From an optimization exercise on the open Yosys and OpenROAD flow, aimed at small area, a short achievable clock period and few clock cycles; shortcuts taken in it are not production practice. Only simulation tests tie the RTL to the original design; equivalence was not proved. Power and IR drop assume default switching activity.

## disc_reveal_bitmap
module disc_reveal_bitmap (
  input  logic                                clk,
  input  logic                                rst_n,
  input  logic                                in_valid,
  output logic                                in_ready,
  input  logic [1:0]                          in_cmd,
  input  logic signed [23:0]                  in_world_x,
  input  logic signed [23:0]                  in_world_y,
  input  logic [3:0]                          in_radius,
  input  logic signed [7:0]                   in_cell_x,
  input  logic signed [7:0]                   in_cell_y,
  output logic                                out_valid,
  input  logic                                out_ready,
  output logic                                out_revealed_bit,
  output logic                                out_in_bounds,
  output logic signed [17:0]                  out_center_x,
  output logic signed [17:0]                  out_center_y,
  input  logic                                cfg_we,
  input  logic [2:0]                          cfg_idx,
  input  logic [23:0]                         cfg_wdata
);
Size: roughly 26000 cells after synthesis, roughly 140 I/O pins, ~300000 µm² of cells after synthesis.
clock: 10.0 ns
lec_check: 0
cap_margin: 30
cell_pad_in_sites_detail_placement: 1
cell_pad_in_sites_global_placement: 1
core_margin: 2
core_utilization: 25
place_density: 0.35
slew_margin: 40
synth_hierarchical: 1
synth_memory_max_bits: 8192
standard.sh (not shown) runs the stock make flow with config.mk's settings and CLKGATE_MAP_FILE= SYNTH_SCRIPT=/design/flow/synth_recipe.tcl, a recipe that flattens the netlist after the stock synthesis.
==> flow/flow/run.sh <==
#!/bin/bash
set -euo pipefail
RES=orfs/results/${FLOW_PLATFORM}/disc_reveal_bitmap/base
bash standard.sh SETUP_SLACK_MARGIN=6.6 synth floorplan > std_synth_floorplan.log 2>&1
openroad -python -no_init -exit flow/place_map.py "$RES/2_floorplan.odb" 26 4 2 2 9 1 > place_map.log 2>&1
bash standard.sh SETUP_SLACK_MARGIN=6.6 finish > std_place_to_finish.log 2>&1
Other scripts of this flow, unchanged in this note and not shown: flow/flow/place_map.py
Testbench counts at the start, summed over its fixed seeds: cycles 3,621.
Then changed:
--- a/flow/design.v
+++ b/flow/design.v
@@ -817,39 +817,44 @@
     end
   end
   always_ff @(posedge clk) begin
     b1_rows <= rd_rows;
     b1_hit  <= rd_hit;
   end
   drb_rdrow u_rdrow (.rows(b1_rows), .hit(b1_hit), .en(b1_rd_v), .y(b1_rd_y), .bit_(rd_bit));
   logic [37:0] oq [NQ];
   logic [37:0] res_new;
   logic        out_vld_r;
+  logic [1:0]  oq_h;        
+  logic [1:0]  oq_t;        
+  logic [37:0] out_r;
   assign res_new = {rd_bit, b1_res};
   assign out_pop = out_vld_r && out_ready;
   always_ff @(posedge clk) begin
     logic [2:0] nxt_cnt;
     if (!rst_n) begin
       out_cnt   <= '0;
       out_vld_r <= 1'b0;
+      oq_h      <= '0;
+      oq_t      <= '0;
     end else begin
       nxt_cnt   = out_cnt + 3'(b1_res_v) - 3'(out_pop);
       out_cnt   <= nxt_cnt;
       out_vld_r <= (nxt_cnt != 3'd0);
+      oq_h      <= oq_h + 2'(out_pop);
+      oq_t      <= oq_t + 2'(b1_res_v);
     end
   end
   always_ff @(posedge clk) begin
+    logic [1:0] h;
     for (int i = 0; i < NQ; i++) begin
-      if (out_pop) begin
-        if (b1_res_v && out_cnt == 3'(i + 1)) oq[i] <= res_new;
-        else if (i < NQ - 1)                   oq[i] <= oq[i + 1];
-      end else if (b1_res_v && out_cnt == 3'(i)) begin
-        oq[i] <= res_new;
-      end
+      if (b1_res_v && oq_t == 2'(i)) oq[i] <= res_new;
     end
+    h = oq_h + 2'(out_pop);
+    out_r <= (b1_res_v && oq_t == h) ? res_new : oq[h];
   end
   assign out_valid        = out_vld_r;
-  assign out_revealed_bit = oq[0][37];
-  assign out_in_bounds    = oq[0][36];
-  assign out_center_x     = oq[0][35:18];
-  assign out_center_y     = oq[0][17:0];
+  assign out_revealed_bit = out_r[37];
+  assign out_in_bounds    = out_r[36];
+  assign out_center_x     = out_r[35:18];
+  assign out_center_y     = out_r[17:0];
 endmodule
- final cell count is lower by 1.1%
- core utilization is lower by 0.16 points
- maximum frequency stays flat
- register-to-register slack is worse by 0.07 ns
- count of clock-buffer cells in the layout is higher by 34
- clock power is lower by about 2%
- sequential share of layout area is higher by 0.70 points
- sequential power barely changes
Testbench counts after the change, summed over its fixed seeds: cycles 3,621.

## static timing again, ports no longer ideal
No port has a modelled driver above. Below, the same layouts with a new extraction and two added sets of constraints.
Step 1, drivers: a clkbuf_16 drives clk and a buf_2 each remaining input, both assumed.
Step 2 moves the port delays by t, midway between the first and last clock arrival at a register: inputs arrive t later, outputs are due t later. That takes back most of the time a late clock gives input paths.
Three values: ideal ports, drivers, drivers and shift; two values: the first two.
run	t, ns	setup slack, ns	worst setup path at the end	pins driven straight from the clock port
the first run	1.289	6.325 / 6.168 / 5.456	input to register	1
the second run	1.302	6.315 / 6.275 / 5.441	input to register	1
After both steps setup and hold are still met in every run listed. For the second run, which loses most, drivers alone change the setup slack by -0.040 ns; drivers and shift together by -0.874 ns.
